From an optimization exercise on the open Yosys and OpenROAD flow, aimed at small area, a short achievable clock period and few clock cycles per item; shortcuts taken in it are not production practice.
Where RTL was checked, it was by simulation tests only, not by an equivalence proof against the original.

// page_table_translate_lru_fifo_core
module page_table_translate_lru_fifo_core #(
	parameter int MAX_ENTRIES = 16,
	parameter int ADDR_BITS   = 16
) (
	input  logic        clk,
	input  logic        arst_n,
	input  logic        push,
	output logic        full,
	input  logic [15:0] virtual_address,
	output logic        empty,
	input  logic        pop,
	output logic        fault,
	output logic [3:0]  frame,
	output logic [19:0] physical_address,
	input  logic        cfg_valid,
	output logic        cfg_ready,
	input  logic [1:0]  cfg_index,
	input  logic [15:0] cfg_data
);
	localparam int NS = 8;  
	logic [15:0] ps_q;    
	logic [4:0]  n_q;     
	logic        pol_q;   
	logic [17:0] ps3_q;   
	assign cfg_ready = 1'b1;
	always_ff @(posedge clk or negedge arst_n) begin
		if (!arst_n) begin
			ps_q  <= 16'd256;
			n_q   <= 5'd16;
			pol_q <= 1'b0;
		end else if (cfg_valid) begin
			case (cfg_index)
				2'd0: ps_q <= (cfg_data == 16'd0) ? 16'd1 : cfg_data;
				2'd1: n_q <= (cfg_data[4:0] == 5'd0) ? 5'd1 :
				             (cfg_data[4] && (cfg_data[3:0] != 4'd0)) ? 5'd16 : cfg_data[4:0];
				2'd2: pol_q <= cfg_data[0];
				default: begin
				end
			endcase
		end
	end
	always_ff @(posedge clk) begin
		ps3_q <= {2'b00, ps_q} + {1'b0, ps_q, 1'b0};
	end
	logic [16:0] ps2;
	assign ps2 = {ps_q, 1'b0};
	logic adv;       
	logic hv_q, kv_q;
	assign adv   = !kv_q;
	assign full  = kv_q;
	assign empty = !hv_q;
	logic        v_q [NS+1];
	logic [15:0] x_q [NS+1];
	logic [15:0] q_q [NS+1];
	logic [15:0] x_d [NS+1];
	logic [15:0] q_d [NS+1];
	assign x_d[0] = virtual_address;
	assign q_d[0] = 16'd0;
	genvar k;
	generate
		for (k = 1; k <= NS; k++) begin : g_div
			localparam int J = 16 - 2 * k;  
			localparam int W = 2 * k;       
			logic [W-1:0] t;
			logic [W:0]   d1, d2, d3;
			logic         c1, c2, c3;
			logic         z1, z2, z3;
			logic [W-1:0] nt;
			logic [1:0]   qb;
  ...
clock: 6.5 ns
lec_check: 0
abc_clock_period_in_ps: 3000
cap_margin: 20
core_margin: 2
core_utilization: 55
setup_slack_margin: 3.5
slew_margin: 20
run.sh (not shown) runs the stock make flow with config.mk's settings and CLKGATE_MAP_FILE= SYNTH_SCRIPT=/design/flow/synth_recipe.tcl, a recipe that flattens the netlist after the stock synthesis.
The starting point finished but fails on capacitance limit, slew limit.
Testbench counts at the start, summed over its fixed seeds: cycles 8,371, items 7,251.
Change:
--- a/flow/config.mk
+++ b/flow/config.mk
@@ -8 +8 @@
-export ABC_CLOCK_PERIOD_IN_PS = 3000
+export ABC_CLOCK_PERIOD_IN_PS = 3500
@@ -11,2 +11,2 @@
-export CORE_UTILIZATION = 55
-export SETUP_SLACK_MARGIN = 3.5
+export CORE_UTILIZATION = 40
+export SETUP_SLACK_MARGIN = 3.0
This time the run passed the timing, DRC and antenna checks.
Non-clock buffer count fell by 324.
Wire length fell by about a fifth.
Final cell count rose slightly.
Setup slack gets better by 0.15 ns.
Maximum frequency rose by a few percent.
Die area rose by well over a third.
Count of clock-buffer cells in the layout rose by 22.
Critical path depth fell by 1.
Design area fell by roughly a tenth.
Change:
--- a/flow/config.mk
+++ b/flow/config.mk
@@ -8 +7,0 @@
-export ABC_CLOCK_PERIOD_IN_PS = 3500
@@ -12 +10,0 @@
-export SETUP_SLACK_MARGIN = 3.0
Result:
- The changed run finished with timing, DRC and antenna clean
- wire length went down by 14%
- cell area went down by 9.7%
- core utilization went down by 4.8 points
- setup slack gets worse by 0.71 ns
- clock-buffer cell count went down by 19
- via count went down by 7.6%
- critical path depth went down by 2

page_table_translate_lru_fifo_core, a different RTL version from the one above (not shown whole).
Size in the first run: ~690 flip-flops, about 67 I/O pins, about 44000 µm² of cells after synthesis.
export LEC_CHECK = 0
export ABC_CLOCK_PERIOD_IN_PS = 3500
export CAP_MARGIN = 20
export CORE_MARGIN = 2
export CORE_UTILIZATION = 55
export SETUP_SLACK_MARGIN = 3.2
export SLEW_MARGIN = 20
export TNS_END_PERCENT = 5
create_clock -name core_clock -period 6.5 [get_ports {clk}]
Testbench counts at the start, summed over its fixed seeds: cycles 8,211, items 7,251.
==> next run, changes <==
ABC_CLOCK_PERIOD_IN_PS = 4000   (was 3500)
CTS_CLUSTER_DIAMETER = 90   (was not set)
CTS_CLUSTER_SIZE = 25   (was not set)
SETUP_SLACK_MARGIN = 2.7   (was 3.2)
TNS_END_PERCENT = 0   (was 5)
What happened: The changed run completed with no timing, DRC or antenna violations; clock-buffer cell count falls by 50; routed wire length falls by 7.7%; worst setup slack degrades by 120 ps; cell count falls by 4.5%; global-route usage falls by 1.5 points; flip-flop and latch count is unchanged; synthesized area does not change; final area falls by 7.1%; critical path depth rises by 3.
==> next run, changes <==
SETUP_SLACK_MARGIN = 2.8   (was 2.7)
TNS_END_PERCENT = 10   (was 0)
Worst hold slack improves by 4.8 ps.
Count of clock-buffer cells in the layout drops by 6.
Fmax hardly moves.
Final area increases by 3.1%.
Global-route usage came out higher by 1.2 points.
==> next run, changes <==
ABC_CLOCK_PERIOD_IN_PS = 5000   (was 4000)
CTS_CLUSTER_DIAMETER = 100   (was 90)
CTS_CLUSTER_SIZE = 30   (was 25)
SETUP_SLACK_MARGIN = 2.7   (was 2.8)
TNS_END_PERCENT = 5   (was 10)
Effect:
- cell count fell by 1.4%
- core utilization fell by 1.7 points
==> next run, changes <==
ABC_CLOCK_PERIOD_IN_PS = 4000   (was 5000)
CTS_CLUSTER_DIAMETER = not set   (was 100)
CTS_CLUSTER_SIZE = not set   (was 30)
Outcome: Die area does not change. Utilization is higher by 2.1 points. Global-route usage is higher by 0.38 points. Count of clock-buffer cells in the layout is higher by 57.
==> next run, changes <==
CTS_CLUSTER_DIAMETER = 100   (was not set)
CTS_CLUSTER_SIZE = 30   (was not set)
After rerunning: Routed wire length goes down by about 1.6%; final cell count falls by 1.5%; fmax rises by about 0.7%; design area goes down by 3.4%; worst setup slack gains 29 ps; clock-buffer cell count falls by 57; first-iteration DRC count goes down by 2.3%; global-route usage drops by 0.38 points.

page_table_translate_lru_fifo_core again, from the RTL that the note above started with.
Settings: LEC_CHECK=0, ABC_CLOCK_PERIOD_IN_PS=3800, CAP_MARGIN=20, CORE_MARGIN=2, CORE_UTILIZATION=55, SETUP_SLACK_MARGIN=2.9, SLEW_MARGIN=20, TNS_END_PERCENT=5; clock period 6.5 ns.
Testbench counts at the start, summed over its fixed seeds: cycles 8,211, items 7,251.
Edit:
Settings changed: ABC_CLOCK_PERIOD_IN_PS 3800 to 4000, GPL_ROUTABILITY_DRIVEN set to 0, SETUP_SLACK_MARGIN 2.9 to 2.7.
=> Worst hold slack barely changes; synthesized cell count is unchanged; design area shrinks by 1.6%.

Setup of job 3762:
The RTL this note starts from:
==> flow/design.v <==
module page_table_translate_lru_fifo_core #(
	parameter int MAX_ENTRIES = 16,
	parameter int ADDR_BITS   = 16
) (
	input  logic        clk,
	input  logic        arst_n,
	input  logic        push,
	output logic        full,
	input  logic [15:0] virtual_address,
	output logic        empty,
	input  logic        pop,
	output logic        fault,
	output logic [3:0]  frame,
	output logic [19:0] physical_address,
	input  logic        cfg_valid,
	output logic        cfg_ready,
	input  logic [1:0]  cfg_index,
	input  logic [15:0] cfg_data
);
	logic [15:0] ps_q;    
	logic [4:0]  n_q;     
	logic        pol_q;   
	logic [17:0] ps3_q;   
	assign cfg_ready = 1'b1;
	always_ff @(posedge clk or negedge arst_n) begin
		if (!arst_n) begin
			ps_q  <= 16'd256;
			n_q   <= 5'd16;
			pol_q <= 1'b0;
		end else if (cfg_valid) begin
			case (cfg_index)
				2'd0: ps_q <= (cfg_data == 16'd0) ? 16'd1 : cfg_data;
				2'd1: n_q <= (cfg_data[4:0] == 5'd0) ? 5'd1 :
				             (cfg_data[4] && (cfg_data[3:0] != 4'd0)) ? 5'd16 : cfg_data[4:0];
				2'd2: pol_q <= cfg_data[0];
				default: begin
				end
			endcase
		end
	end
	always_ff @(posedge clk) begin
		ps3_q <= {2'b00, ps_q} + {1'b0, ps_q, 1'b0};
	end
	logic [16:0] ps2;
	assign ps2 = {ps_q, 1'b0};
	logic adv;       
	logic hv_q, kv_q;
	assign adv   = !kv_q;
	assign full  = kv_q;
	assign empty = !hv_q;
	localparam logic [8:1] REGM = 8'b1111_1101;
	logic [15:0] xi [1:8], xs [1:8], xr [1:8];
	logic [15:0] qi [1:8], qs [1:8], qr [1:8];
	logic        vi [1:8], vr [1:8];
	genvar k;
	generate
		for (k = 1; k <= 8; k++) begin : g_div
			localparam int J = 16 - 2 * k;  
			localparam int W = 2 * k;       
			logic [W-1:0] t;
			logic [W:0]   d1, d2, d3;
			logic         c1, c2, c3;
			logic         z1, z2, z3;
			logic [W-1:0] nt;
			logic [1:0]   qb;
			if (k == 1) begin : g_in
				assign xi[k] = virtual_address;
				assign qi[k] = 16'd0;
				assign vi[k] = push;
			end else if (REGM[k-1]) begin : g_reg
				assign xi[k] = xr[k-1];
				assign qi[k] = qr[k-1];
				assign vi[k] = vr[k-1];
			end else begin : g_comb
				assign xi[k] = xs[k-1];
				assign qi[k] = qs[k-1];
				assign vi[k] = vi[k-1];
			end
			assign t  = xi[k][15:J];
			assign z1 = (W >= 16) ? 1'b1 : (ps_q  >> W) == 16'd0;
			assign z2 = (ps2 >> W) == 17'd0;
			if (k == 1) begin : g_z3
				assign z3 = (ps_q[15:1] == 15'd0);
			end else begin : g_z3r
				assign z3 = (ps3_q >> W) == 18'd0;
			end
			assign d1 = {1'b0, t} - {1'b0, ps_q[W-1:0]};
			assign d2 = {1'b0, t} - {1'b0, ps2[W-1:0]};
			if (k == 1) begin : g_d3
				assign d3 = {1'b0, t} - {1'b0, ps_q[1] ^ ps_q[0], ps_q[0]};
			end else begin : g_d3r
				assign d3 = {1'b0, t} - {1'b0, ps3_q[W-1:0]};
			end
			assign c1 = z1 && !d1[W];
			assign c2 = z2 && !d2[W];
			assign c3 = z3 && !d3[W];
			assign qb = c3 ? 2'd3 : c2 ? 2'd2 : c1 ? 2'd1 : 2'd0;
			assign nt = c3 ? d3[W-1:0] : c2 ? d2[W-1:0] : c1 ? d1[W-1:0] : t;
			if (J > 0) begin : g_lo
				assign xs[k] = {nt, xi[k][J-1:0]};
			end else begin : g_last
				assign xs[k] = nt;
			end
			assign qs[k] = qi[k] | (16'(qb) << J);
			if (REGM[k]) begin : g_ff
				always_ff @(posedge clk or negedge arst_n) begin
					if (!arst_n) begin
						vr[k] <= 1'b0;
					end else if (adv) begin
						vr[k] <= vi[k];
					end
				end
				always_ff @(posedge clk) begin
					if (adv) begin
						xr[k] <= xs[k];
						qr[k] <= qs[k];
					end
				end
			end
		end
	endgenerate
	logic [15:0] e_pg [16];
	logic [3:0]  e_fr [16];
	logic [4:0]  vc_q;      
	logic [15:0] vm_q;      
	logic        ft_q;      
	logic [15:0] pre_d;
	logic        prv_d;
	logic [15:0] pre_q;
	logic        prv_q;
	logic [15:0] ush_q;     
	logic [15:0] uwt_q;     
	logic [15:0] pg_t;
	assign pg_t = qr[8];
	genvar j;
	generate
		for (j = 0; j < 16; j++) begin : g_pre
			assign pre_d[j] = (e_pg[j] == qs[8]);
		end
	endgenerate
	assign prv_d = (pg_t == qs[8]);
	logic        tp;        
	logic [15:0] eq, ge, first, top, inst, sh, wt;
	logic        hit, lru_hit, evict, install, rot;
	logic [3:0]  hf, nf;
	assign tp = adv && vr[8];
	always_comb begin
		for (int i = 0; i < 16; i++) begin
			if (ush_q[i]) eq[i] = pre_q[(i + 1) % 16];
			else if (uwt_q[i]) eq[i] = prv_q;
			else eq[i] = pre_q[i];
		end
		eq = eq & vm_q;
		ge[0] = eq[0];
		for (int i = 1; i < 16; i++) ge[i] = ge[i-1] | eq[i];
		first[0] = eq[0];
		for (int i = 1; i < 16; i++) first[i] = eq[i] & !ge[i-1];
		for (int i = 0; i < 15; i++) top[i] = vm_q[i] & !vm_q[i+1];
		top[15] = vm_q[15];
		inst[0] = !vm_q[0];
		for (int i = 1; i < 16; i++) inst[i] = vm_q[i-1] & !vm_q[i];
		hit     = ge[15];
		lru_hit = hit && !pol_q;
		evict   = !hit && ft_q;
		install = !hit && !ft_q;
		rot     = lru_hit || evict;
		for (int i = 0; i < 15; i++) sh[i] = tp && vm_q[i+1] && (evict || (lru_hit && ge[i]));
		sh[15] = 1'b0;
		for (int i = 0; i < 16; i++) wt[i] = tp && ((rot && top[i]) || (install && inst[i]));
		hf = 4'd0;
		for (int i = 0; i < 16; i++) hf = hf | (first[i] ? e_fr[i] : 4'd0);
		nf = install ? vc_q[3:0] : (hit ? hf : e_fr[0]);
	end
	always_ff @(posedge clk) begin
		for (int i = 0; i < 16; i++) begin
			if (sh[i]) begin
				e_pg[i] <= e_pg[(i + 1) % 16];
				e_fr[i] <= e_fr[(i + 1) % 16];
			end else if (wt[i]) begin
				e_pg[i] <= pg_t;
				e_fr[i] <= nf;
			end
		end
	end
	logic [4:0]  vc_inc;
	logic [15:0] vm_same, vm_inc;
	assign vc_inc = vc_q + 5'd1;
	always_comb begin
		for (int i = 0; i < 16; i++) begin
			vm_same[i] = (5'(i) < vc_q)   && (5'(i) < n_q);
			vm_inc[i]  = (5'(i) < vc_inc) && (5'(i) < n_q);
		end
	end
	always_ff @(posedge clk or negedge arst_n) begin
		if (!arst_n) begin
			vc_q <= 5'd0;
			vm_q <= 16'd0;
			ft_q <= 1'b0;
		end else if (tp && install) begin
			vc_q <= vc_inc;
			vm_q <= vm_inc;
			ft_q <= (vc_inc >= n_q);
		end else begin
			vm_q <= vm_same;
			ft_q <= (vc_q >= n_q);
		end
	end
	logic        r_v_q, r_fault_q;
	logic [3:0]  r_frame_q;
	logic [15:0] r_off_q;
	always_ff @(posedge clk or negedge arst_n) begin
		if (!arst_n) begin
			r_v_q <= 1'b0;
		end else if (adv) begin
			r_v_q <= vr[8];
		end
	end
	always_ff @(posedge clk) begin
		if (adv) begin
			pre_q     <= pre_d;
			prv_q     <= prv_d;
			ush_q     <= sh;
			uwt_q     <= wt;
			r_fault_q <= !hit;
			r_frame_q <= nf;
			r_off_q   <= xr[8];
		end
	end
	logic [19:0] phys_d;
	logic [17:0] m_lo, m_hi;
	always_comb begin
		case (r_frame_q[1:0])
			2'd0: m_lo = 18'd0;
			2'd1: m_lo = {2'b00, ps_q};
			2'd2: m_lo = {1'b0, ps2};
			default: m_lo = ps3_q;
		endcase
		case (r_frame_q[3:2])
			2'd0: m_hi = 18'd0;
			2'd1: m_hi = {2'b00, ps_q};
			2'd2: m_hi = {1'b0, ps2};
			default: m_hi = ps3_q;
		endcase
	end
	assign phys_d = r_fault_q ? 20'd0 : ({4'd0, r_off_q} + {2'd0, m_lo} + {m_hi, 2'b00});
	logic        h_fault_q, k_fault_q;
	logic [3:0]  h_frame_q, k_frame_q;
	logic [19:0] h_phys_q, k_phys_q;
	logic        rpush, hpop;
	assign rpush = adv && r_v_q;
	assign hpop  = pop && hv_q;
	always_ff @(posedge clk or negedge arst_n) begin
		if (!arst_n) begin
			hv_q <= 1'b0;
			kv_q <= 1'b0;
		end else begin
			if (hpop) begin
				hv_q <= kv_q || rpush;
				kv_q <= 1'b0;
			end else if (rpush) begin
				hv_q <= 1'b1;
				kv_q <= hv_q;
			end
		end
	end
	always_ff @(posedge clk) begin
		if (hpop && kv_q) begin
			h_fault_q <= k_fault_q;
			h_frame_q <= k_frame_q;
			h_phys_q  <= k_phys_q;
		end else if (rpush && (hpop || !hv_q)) begin
			h_fault_q <= r_fault_q;
			h_frame_q <= r_frame_q;
			h_phys_q  <= phys_d;
		end
		if (rpush && hv_q && !hpop) begin
			k_fault_q <= r_fault_q;
			k_frame_q <= r_frame_q;
			k_phys_q  <= phys_d;
		end
	end
	assign fault            = h_fault_q;
	assign frame            = h_frame_q;
	assign physical_address = h_phys_q;
endmodule
make LEC_CHECK=0 ABC_CLOCK_PERIOD_IN_PS=2500 CAP_MARGIN=20 CORE_MARGIN=2 CORE_UTILIZATION=55 SETUP_SLACK_MARGIN=3.7 SLEW_MARGIN=20 finish   # period 6.5 ns
The inputs of job 394 differ from those of job 3762 as listed below.
Settings: clearing SETUP_SLACK_MARGIN, which used to be 3.7; swapping 2500 for 4000 in ABC_CLOCK_PERIOD_IN_PS.
- Between job 3762 and job 394, the quantity of gates resized following cts is lower for job 394.
- Diff job 3762..job 394 | final sum of negative setup slack | unchanged
- Comparing job 3762 and job 394, the lower multi-input logic cell count is on job 394.
- The lower post-route cell area of job 3762 and job 394 is in job 394.
- What job 394 reported for routed length on met3 has to be multiplied by 2.4 to get the figure for job 3762.
- Job 394 vs job 3762 — global-route usage dropped 7.4 points.
- The lower sequential share of layout area came out of job 3762.
- Run comparison: job 394 top routing layer in use met4; job 3762 top routing layer in use met5
- Job 394 vs job 3762: slew of the pin with the lowest slew margin down
> inputs changed (job 394 -> job 4070)
Settings: an added TNS_END_PERCENT of 5; an added SETUP_SLACK_MARGIN of 2.0.
==> notes.md <==
Status | job 394 and job 4070 | clean
The run showing the smaller number of stages on the worst setup path is job 4070.
Side by side, detail-routed via count per cell turned out lower in job 4070 than in job 394.
Comparing job 394 against job 4070, there is no change at all in number of library cell types mapped by synthesis.
[compare] base=job 394 new=job 4070: relative max-transition margin -8.7 points, fmax +about 26%.
Job 4070 vs. job 394: minimum hold slack -6.6 ps, wire length on met3 +2.2%.
No run of this note included a check of the RTL's function; only the layout flow was run.

## what the ideal ports hide
In the flow no input, the clock included, has a driving cell. The finished layouts below were timed again as built, in two steps.
Step 1 sets driving cells, clkbuf_16 on the clock port and buf_2 on the other inputs (assumed; they add their load-dependent delay and slew).
Step 2 adds t to the input delays and takes it off the output delays; t is the mean of the earliest and latest rising clock arrival at the registers after step 1. Input paths then give back, and output paths get back, about the clock's delay inside the block.
a / b / c = ideal ports / drivers / drivers and shift; a / b = the first two.
| run | t (ns) | setup slack, ns | hold WS [ns] | worst register clock-pin slew, ns | worst slew at a driven data input, ns |
|---|---|---|---|---|---|
| the first run of note 1 | 0.716 | 1.870 / 1.870 / 1.870 | 0.360 / 0.360 / 0.360 | 0.07 / 0.07 | 0.04 |
| the second run of note 1 | 0.728 | 2.018 / 2.018 / 2.018 | 0.417 / 0.417 / 0.417 | 0.07 / 0.07 | 0.05 |
| the third run of note 1 | 0.732 | 1.307 / 1.307 / 1.307 | 0.388 / 0.388 / 0.388 | 0.07 / 0.07 | 0.04 |
| the first run of note 2 | 0.697 | 2.633 / 2.633 / 2.160 | 0.402 / 0.402 / 0.402 | 0.07 / 0.07 | 0.11 |
| the second run of note 2 | 0.656 | 2.513 / 2.552 / 1.896 | 0.404 / 0.404 / 0.404 | 0.11 / 0.11 | 0.11 |
| the third run of note 2 | 0.673 | 2.506 / 2.506 / 2.091 | 0.408 / 0.408 / 0.408 | 0.11 / 0.11 | 0.10 |
| the fourth run of note 2 | 0.730 | 2.592 / 2.592 / 1.952 | 0.415 / 0.415 / 0.415 | 0.12 / 0.12 | 0.11 |
| the fifth run of note 2 | 0.696 | 2.563 / 2.563 / 1.994 | 0.413 / 0.413 / 0.413 | 0.07 / 0.07 | 0.10 |
| the sixth run of note 2 | 0.730 | 2.592 / 2.592 / 1.952 | 0.415 / 0.415 / 0.415 | 0.12 / 0.12 | 0.11 |
| the first run of note 3 | 0.697 | 2.668 / 2.668 / 2.116 | 0.414 / 0.414 / 0.414 | 0.07 / 0.07 | 0.11 |
| the second run of note 3 | 0.693 | 2.561 / 2.561 / 2.161 | 0.411 / 0.411 / 0.411 | 0.06 / 0.06 | 0.10 |
| job 3762 | 0.711 | 2.278 / 2.278 / 2.278 | 0.400 / 0.400 / 0.400 | 0.08 / 0.08 | 0.07 |
| job 394 | 0.696 | 0.893 / 0.893 / 0.893 | 0.397 / 0.397 / 0.397 | 0.06 / 0.06 | 0.07 |
| job 4070 | 0.706 | 2.034 / 2.034 / 2.034 | 0.390 / 0.390 / 0.390 | 0.07 / 0.07 | 0.06 |
